From an optimization exercise on the open Yosys and OpenROAD flow, aimed at small area, a short achievable clock period and few clock cycles; shortcuts taken in it are not production practice. For this run, only the layout was checked, not whether the RTL still works. No activity file was given, so power comes from the tool's default toggle rates.

[design/flow/design.v]
module bf_machine #(
  parameter int PSIZELOG = 8,
  parameter int MSIZELOG = 8,
  parameter int CWIDTH   = 8,
  parameter int NESTLOG  = 5,
  parameter int MPWRAP   = 0
) (
  input  logic       clk,
  input  logic       rst,
  input  logic [7:0] rx_data,
  input  logic       new_rx,
  output logic       rx_ready,
  output logic [7:0] tx_data,
  output logic       tx_send,
  input  logic       tx_busy,
  output logic [2:0] state,
  output logic [4:0] err
);
  typedef enum logic [2:0] {
    S_IDLE  = 3'd0,
    S_LOAD  = 3'd1,
    S_CLEAR = 3'd2,
    S_EXEC  = 3'd3,
    S_SKIPR = 3'd4,
    S_SKIPL = 3'd5
  } state_t;
  localparam logic [2:0] OP_INC   = 3'd0;
  localparam logic [2:0] OP_DEC   = 3'd1;
  localparam logic [2:0] OP_LEFT  = 3'd2;
  localparam logic [2:0] OP_RIGHT = 3'd3;
  localparam logic [2:0] OP_JZ    = 3'd4;
  localparam logic [2:0] OP_JNZ   = 3'd5;
  localparam logic [2:0] OP_OUT   = 3'd6;
  localparam logic [2:0] OP_IN    = 3'd7;
  localparam int E_POVER   = 4;
  localparam int E_MPUNDER = 3;
  localparam int E_MPOVER  = 2;
  localparam int E_NEST    = 1;
  localparam int E_UNM     = 0;
  localparam int PDEPTH_N = 1 << PSIZELOG;
  localparam int MDEPTH_N = 1 << MSIZELOG;
  localparam logic WRAP   = (MPWRAP != 0);
  localparam logic [PSIZELOG:0]   P_ZERO  = {(PSIZELOG+1){1'b0}};
  localparam logic [PSIZELOG:0]   P_ONE   = {{PSIZELOG{1'b0}}, 1'b1};
  localparam logic [PSIZELOG:0]   P_DEPTH = {1'b1, {PSIZELOG{1'b0}}};
  localparam logic [MSIZELOG-1:0] M_ZERO  = {MSIZELOG{1'b0}};
  localparam logic [MSIZELOG-1:0] M_ONE   = {{(MSIZELOG-1){1'b0}}, 1'b1};
  localparam logic [MSIZELOG-1:0] M_MAX   = {MSIZELOG{1'b1}};
  localparam logic [NESTLOG-1:0]  N_ZERO  = {NESTLOG{1'b0}};
  localparam logic [NESTLOG-1:0]  N_ONE   = {{(NESTLOG-1){1'b0}}, 1'b1};
  localparam logic [NESTLOG-1:0]  N_MAX   = {NESTLOG{1'b1}};
  localparam logic [CWIDTH-1:0]   C_ZERO  = {CWIDTH{1'b0}};
  localparam logic [CWIDTH-1:0]   C_ONE   = {{(CWIDTH-1){1'b0}}, 1'b1};
  function automatic logic f_is_cmd(input logic [7:0] b);
    case (b)
      8'h2B, 8'h2D, 8'h3C, 8'h3E, 8'h5B, 8'h5D, 8'h2E, 8'h2C: f_is_cmd = 1'b1;
      default: f_is_cmd = 1'b0;
    endcase
  endfunction
  function automatic logic [2:0] f_encode(input logic [7:0] b);
    case (b)
      8'h2B:   f_encode = OP_INC;
      8'h2D:   f_encode = OP_DEC;
      8'h3C:   f_encode = OP_LEFT;
      8'h3E:   f_encode = OP_RIGHT;
      8'h5B:   f_encode = OP_JZ;
      8'h5D:   f_encode = OP_JNZ;
      8'h2E:   f_encode = OP_OUT;
      8'h2C:   f_encode = OP_IN;
      default: f_encode = OP_INC;
    endcase
  endfunction
  logic [2:0]        r_prog [0:PDEPTH_N-1];
  logic [CWIDTH-1:0] r_mem  [0:MDEPTH_N-1];
  state_t              r_state;
  logic [PSIZELOG:0]   r_pc;
  logic [PSIZELOG:0]   r_plen;
  logic [MSIZELOG-1:0] r_mp;
  logic [NESTLOG-1:0]  r_nest;
  logic [4:0]          r_err;
  logic [2:0]          w_op;
  logic [CWIDTH-1:0]   w_cell;
  logic                w_at_end;
  logic                w_pc_zero;
  logic [PSIZELOG:0]   w_plen_eff;
  logic                w_rx_cmd;
  logic [2:0]          w_rx_op;
  logic                w_prog_we;
  logic                w_mem_we;
  logic [CWIDTH-1:0]   w_mem_wdata;
  assign w_op       = r_prog[r_pc[PSIZELOG-1:0]];
  assign w_cell     = r_mem[r_mp];
  assign w_at_end   = (r_pc == r_plen);
  assign w_pc_zero  = (r_pc == P_ZERO);
  assign w_plen_eff = (r_state == S_IDLE) ? P_ZERO : r_plen;
  assign w_rx_cmd   = f_is_cmd(rx_data);
  assign w_rx_op    = f_encode(rx_data);
  assign w_prog_we  = ((r_state == S_IDLE) || (r_state == S_LOAD)) && new_rx &&
                      w_rx_cmd && (w_plen_eff != P_DEPTH);
  assign tx_data = w_cell[7:0];
  assign tx_send = (r_state == S_EXEC) && !w_at_end && (w_op == OP_OUT) && !tx_busy;
  assign rx_ready = (r_state == S_EXEC) && !w_at_end && (w_op == OP_IN);
  assign state   = r_state;
  assign err     = r_err;
  always_comb begin
    w_mem_we    = 1'b0;
    w_mem_wdata = C_ZERO;
    case (r_state)
      S_CLEAR: w_mem_we = 1'b1;
      S_EXEC: begin
        if (!w_at_end) begin
          case (w_op)
            OP_INC: begin
              w_mem_we    = 1'b1;
              w_mem_wdata = w_cell + C_ONE;
            end
            OP_DEC: begin
              w_mem_we    = 1'b1;
              w_mem_wdata = w_cell - C_ONE;
            end
            OP_IN: begin
              w_mem_we    = new_rx;
              w_mem_wdata = CWIDTH'(rx_data);
            end
            default: w_mem_we = 1'b0;
          endcase
        end else begin
          w_mem_we = 1'b0;
        end
      end
      default: w_mem_we = 1'b0;
    endcase
  end
  always_ff @(posedge clk) begin
    if (w_prog_we) begin
      r_prog[w_plen_eff[PSIZELOG-1:0]] <= w_rx_op;
    end
    if (w_mem_we) begin
      r_mem[r_mp] <= w_mem_wdata;
    end
  end
  always_ff @(posedge clk or posedge rst) begin
    if (rst) begin
      r_state <= S_IDLE;
      r_pc    <= P_ZERO;
      r_plen  <= P_ZERO;
      r_mp    <= M_ZERO;
      r_nest  <= N_ZERO;
      r_err   <= 5'b00000;
    end else begin
      case (r_state)
        S_IDLE, S_LOAD: begin
          if (new_rx) begin
            if (r_state == S_IDLE) begin
              r_err <= 5'b00000;
            end
            if (rx_data == 8'h21) begin
              r_plen  <= w_plen_eff;
              r_mp    <= M_ZERO;
              r_state <= S_CLEAR;
            end else if (w_rx_cmd) begin
              if (w_plen_eff == P_DEPTH) begin
                r_err[E_POVER] <= 1'b1;
                r_state        <= S_IDLE;
              end else begin
                r_plen  <= w_plen_eff + P_ONE;
                r_state <= S_LOAD;
              end
            end else begin
              r_plen  <= w_plen_eff;
              r_state <= S_LOAD;
            end
          end
        end
        S_CLEAR: begin
          r_mp <= r_mp + M_ONE;
          if (r_mp == M_MAX) begin
            r_pc    <= P_ZERO;
            r_state <= S_EXEC;
          end
        end
        S_EXEC: begin
          if (w_at_end) begin
            r_state <= S_IDLE;
          end else begin
            case (w_op)
              OP_INC, OP_DEC: r_pc <= r_pc + P_ONE;
              OP_LEFT: begin
                if (!WRAP && (r_mp == M_ZERO)) begin
                  r_err[E_MPUNDER] <= 1'b1;
                  r_state          <= S_IDLE;
                end else begin
                  r_mp <= r_mp - M_ONE;
                  r_pc <= r_pc + P_ONE;
                end
              end
              OP_RIGHT: begin
                if (!WRAP && (r_mp == M_MAX)) begin
                  r_err[E_MPOVER] <= 1'b1;
                  r_state         <= S_IDLE;
                end else begin
                  r_mp <= r_mp + M_ONE;
                  r_pc <= r_pc + P_ONE;
                end
              end
              OP_JZ: begin
                r_nest <= N_ZERO;
                r_pc   <= r_pc + P_ONE;
                if (w_cell == C_ZERO) begin
                  r_state <= S_SKIPR;
                end
              end
              OP_JNZ: begin
                r_nest <= N_ZERO;
                if (w_cell == C_ZERO) begin
                  r_pc <= r_pc + P_ONE;
                end else if (w_pc_zero) begin
                  r_err[E_UNM] <= 1'b1;
                  r_state      <= S_IDLE;
                end else begin
                  r_pc    <= r_pc - P_ONE;
                  r_state <= S_SKIPL;
                end
              end
              OP_OUT: begin
                if (!tx_busy) begin
                  r_pc <= r_pc + P_ONE;
                end
              end
              OP_IN: begin
                if (new_rx) begin
                  r_pc <= r_pc + P_ONE;
                end
              end
              default: r_state <= S_IDLE;
            endcase
          end
        end
        S_SKIPR: begin
          if (w_at_end) begin
            r_err[E_UNM] <= 1'b1;
            r_state      <= S_IDLE;
          end else begin
            case (w_op)
              OP_JZ: begin
                if (r_nest == N_MAX) begin
                  r_err[E_NEST] <= 1'b1;
                  r_state       <= S_IDLE;
                end else begin
                  r_nest <= r_nest + N_ONE;
                  r_pc   <= r_pc + P_ONE;
                end
              end
              OP_JNZ: begin
                r_pc <= r_pc + P_ONE;
                if (r_nest != N_ZERO) begin
                  r_nest <= r_nest - N_ONE;
                end else begin
                  r_state <= S_EXEC;
                end
              end
              default: r_pc <= r_pc + P_ONE;
            endcase
          end
        end
        S_SKIPL: begin
          case (w_op)
            OP_JNZ: begin
              if (r_nest == N_MAX) begin
                r_err[E_NEST] <= 1'b1;
                r_state       <= S_IDLE;
              end else if (w_pc_zero) begin
                r_err[E_UNM] <= 1'b1;
                r_state      <= S_IDLE;
              end else begin
                r_nest <= r_nest + N_ONE;
                r_pc   <= r_pc - P_ONE;
              end
            end
            OP_JZ: begin
              if (r_nest == N_ZERO) begin
                r_pc    <= r_pc + P_ONE;
                r_state <= S_EXEC;
              end else if (w_pc_zero) begin
                r_err[E_UNM] <= 1'b1;
                r_state      <= S_IDLE;
              end else begin
                r_nest <= r_nest - N_ONE;
                r_pc   <= r_pc - P_ONE;
              end
            end
            default: begin
              if (w_pc_zero) begin
                r_err[E_UNM] <= 1'b1;
                r_state      <= S_IDLE;
              end else begin
                r_pc <= r_pc - P_ONE;
              end
            end
          endcase
        end
        default: r_state <= S_IDLE;
      endcase
    end
  end
endmodule
[design/flow/config.mk]
export PLATFORM = sky130hd
export DESIGN_NAME = bf_machine
export DESIGN_NICKNAME = bf_machine
export VERILOG_FILES = /design/flow/design.v
export SDC_FILE = /design/flow/constraint.sdc
export NUM_CORES = 4
export LEC_CHECK = 0
export CAP_MARGIN = 20
export CORE_MARGIN = 2
export CORE_UTILIZATION = 40
export SLEW_MARGIN = 20
[design/flow/run.sh]
#!/bin/bash
# synth_recipe.tcl (not shown) runs the flow's synth.tcl, then flattens the netlist and writes it again
# the make line also repeats each setting of config.mk as NAME=value (left out here)
make -C /OpenROAD-flow-scripts/flow DESIGN_CONFIG=/design/flow/config.mk WORK_HOME=/design/flow/orfs CLKGATE_MAP_FILE= SYNTH_SCRIPT=/design/flow/synth_recipe.tcl finish
[design/flow/constraint.sdc]
create_clock -name core_clock -period 10.0 [get_ports {clk}]
set_input_delay 2.0000 -clock core_clock [delete_from_list [all_inputs] [get_ports {clk}]]
set_output_delay 2.0000 -clock core_clock [all_outputs]
set_load 0.01 [all_outputs]
==> flow_metrics.env <==
export IMPL_hold_viol=0
export IMPL_remaining_drc_errors=0
export IMPL_path_class="flip-flop to output pin"
export IMPL_syn_inst=5990
export IMPL_required_ps=8000
export IMPL_placed_area_um2=120000
export IMPL_antenna_found_initial=16
export IMPL_min_period_over_period_pct=84.64
export IMPL_die_h_um=541.0
export IMPL_yosysMostFrequentCell="edfxtp_1"
export IMPL_syn_avg_cell_area_um2=19.26
export IMPL_rr_worst_depth=15
export IMPL_ys_warnings_count=1
export IMPL_crit_path_frequent_cell="buf_12"
export IMPL_grt_usage_pct=22.21
export IMPL_syn_nets=6025
export IMPL_p_comb_share_pct=0.8
export IMPL_netSwitchingFraction_pct=19.63
export IMPL_cp_startpoint="r_mp[0]"
export IMPL_synth_common_cells="edfxtp_1 (2816), nor2_1 (596), mux4_2 (574)"
export IMPL_worstSetupEndpointType="output pin"
export IMPL_ys_seq_area_share_pct=74.15
export IMPL_slew_headroom_pct=22.16
export IMPL_routabilityCongestion=0.9252
export IMPL_synth_area_mux_share_pct=14.82
export IMPL_netlist_area_leader_share_pct=73.30
export IMPL_overflow=0
export IMPL_cts_root_buf="clkbuf_16"
export IMPL_cts_path_max_buffers=4
export IMPL_worst_pin_slew_ps=1163
export IMPL_postCtsSetupBuffers=0
export IMPL_p_leak_nw=40.73
export IMPL_fmax_mhz=118.1
export IMPL_slowest_delay_ps=880
export IMPL_cts_resized=0
export IMPL_coreArea_um2=287400
export IMPL_io_pins=30
export IMPL_ys_types=117
export IMPL_wl_um=331600
export IMPL_synthSimpleGateAreaFrac_pct=4.757
export IMPL_final_setup_tns_ps=0
export IMPL_netSwitchingPower_w=0.004662
export IMPL_run_status="finished clean"
export IMPL_power_density_nw_per_um2=183.9
export IMPL_die_w_um=541.0
export IMPL_p_seq_share_pct=54.6
export IMPL_num_vias=61860
export IMPL_finalNetCount=6144
export IMPL_synth_top_family_by_area="multiplexers"
export IMPL_synth_top_area_cell="edfxtp_1"
export IMPL_post_route_min_period_ps=8464
export IMPL_grt_pass1_wl_um=465200
export IMPL_clock_power_share_pct=44.6
export IMPL_ctsHtreeMaxLevel=5
export IMPL_drt_initial_drc_count=8524
export IMPL_r2r_end="r_mem[142][7]"
export IMPL_grt_max_degree=197
export IMPL_vias_per_cell=6.115
export IMPL_synth_xor_area_share_pct=0.2354
export IMPL_cts_num_sinks=2855
export IMPL_critPathCapture="tx_data[6]"
export IMPL_slowest_stage="nand4b_2"
export IMPL_skew_ps=106.2
export IMPL_slew_viol_final=0
export IMPL_dieArea_um2=292700
export IMPL_irDropWorstVdd_uv=153.1
export IMPL_max_cap_violations=0
export IMPL_initial_core_util_pct=40.14
export IMPL_drt_wirelength_per_cell_um=32.78
export IMPL_post_place_ws_ps=2557
export IMPL_design_area_um2=129200
export IMPL_cts_tree="done"
export IMPL_r2r_start="r_mp[0]"
export IMPL_dp_hpwl_um=208200
export IMPL_area_growth_pct=11.96
export IMPL_synth_edff_count=2816
export IMPL_clock_latency_ps=880
export IMPL_io_buffers=29
export IMPL_synth_seq_cells=2855
export IMPL_mappedNetlistArea_um2=115400
export IMPL_drive_gt1_share_pct=20.59
export IMPL_synth_ff_type="edfxtp_1"
export IMPL_final_antenna_net_count=0
export IMPL_min_path_type="flip-flop to flip-flop"
export IMPL_cts_buffers=291
export IMPL_reg2reg_slack_ps=2150
export IMPL_p_int_w=0.01908
export IMPL_crit_fanout=36
export IMPL_synth_compound_area_share_pct=3.655
export IMPL_first_pass_iters=6
export IMPL_grt_pass1_vias=60050
export IMPL_rows=197
export IMPL_async_reset_ff_share_pct=1.366
export IMPL_layout_setup_ws_ps=1536
export IMPL_crit_arrival_ps=6460
export IMPL_synthAdderAreaFrac_pct=0.2495
export IMPL_cp_cell_sequence="buf_12 -> buf_12 -> mux4_2 -> a22oi_1 -> o22ai_1 -> nor4_1 -> nand4b_2 -> clkdlybuf4s50_1"
export IMPL_setup_viol=0
export IMPL_critPathLaunchType="flip-flop"
export IMPL_clkTransAtPathRegs_ps=60
export IMPL_synth_area_leaders="edfxtp_1 (73%), mux4_2 (11%), mux2i_1 (2.1%)"
export IMPL_postCtsHoldBufs=0
export IMPL_rsz0062_at_grt="no"
[metrics by stage]
| step | util (%) | hold slack [ps] | std cells | power (W) |
|---|---|---|---|---|
| final | 44.94 | 496.3 | 10120 | 0.02375 |
| after global routing | 44.93 | 533.4 | 10110 | 0.02430 |
| after CTS | 44.92 | 496.6 | 10110 | 0.02386 |
| after detailed placement | 41.77 | 482.8 | 9596 | 0.01341 |
| after global placement | 41.77 | 481.8 | 9596 | 0.01341 |
| after floorplan | - | 499.4 | 5990 | 0.01336 |
[kinds of logic after synthesis]
logic type                 count (synthesis)
buffers and inverters                    409
and+or+nand+nor                         1176
AOI/OAI and AO/OA                        585
muxes                                    911
DFF                                     2855
adders and majority gates                 23
xor gates and xnor gates                  31
[worst max-delay path: cells and delay by family (launching register included)]
kind	cells	cell delay [ps]
DFF	1	830
and+or+nand+nor	2	1680
AOI/OAI and AO/OA	2	800
buffers and inverters	3	1460
muxes	1	690
[registers in the layout (all words and copies together) (netlist names)]
name,cells
r_mp,8
r_mem,2048
r_plen,9
r_state,3
r_nest,5
r_pc,9
r_err,5
r_prog,768
[per-layer routing]
metal	track usage, %	wire, um
met1	32.03	135800
met2	33.38	150400
met3	5.468	35460
met4	6.574	9923
met5	0	52
[worst min-delay path by stage]
stage	start	endpoint	slack, ps	cells past startpoint
after floorplan	r_nest[3]	r_nest[3]	500	2
after global placement	r_err[4]	r_err[4]	480	2
after detailed placement	r_err[4]	r_err[4]	480	2
after CTS	r_err[4]	r_err[4]	500	2
after global routing	r_err[0]	r_err[0]	530	2
final	r_err[2]	r_err[2]	500	1
[power by group through the flow]
stage	clock network, W	logic, W	registers [W]
finish	0.0106	0.000194	0.0130
global route	0.0111	0.000207	0.0130
CTS	0.0107	0.000195	0.0130
detailed placement	0	0.000194	0.0132
global placement	0	0.000192	0.0132
floorplan	0	0.000147	0.0132
[layout by cell type (no fill, tap or decap), drive strengths merged, types with 10 or more instances in the layout]
cell type	count
o31ai	10
mux2i	244
a21oi	92
nand2b	14
mux4	618
nor4	16
inv	40
ha	23
a221oi	33
nor3b	10
a22o	17
xor2	13
nand3	139
o21ai	69
nand2	190
nor3	37
o211ai	22
xnor2	18
dfrtp	39
o22ai	31
a31oi	29
nand4	31
buf	175
nor2b	27
and3	23
clkdlybuf4s50	29
clkinv	126
nor2	596
clkbuf	345
a22oi	169
bufinv	23
and2	21
a32oi	11
a211oi	16
edfxtp	2816
mux2	49
[cell type report]
class / instances / area [um2]
clock inverters: 167 / 1409
multi-input cells: 2726 / 27650
fillers: 24150 / 158200
inverters: 31 / 123.9
repair buffers: 204 / 2003
well taps: 3781 / 4731
clock buffers: 345 / 7655
flip-flops and latches: 2855 / 85570
diodes: 7 / 17.52

static timing again, ports no longer ideal:
How much do the figures lean on ideal ports? The routed layout below was timed once more, with nothing changed but the port constraints. Step 1, drivers: a clkbuf_16 drives clk and a buf_2 each remaining input, both assumed. Step 2 adds t to the input delays and takes it off the output delays; t is the mean of the earliest and latest rising clock arrival at the registers after step 1. Input paths then give back, and output paths get back, about the clock's delay inside the block. Slacks: ideal / step 1 / step 2; pairs: ideal / step 1.
t, ns: 0.928
slack for setup (ns): 1.536 / 1.440 / 2.150
hold slack, ns: 0.496 / 0.496 / 0.496
After both steps this run still meets setup and hold. For this run, drivers alone change the setup slack by -0.096 ns; drivers and shift together by +0.614 ns.
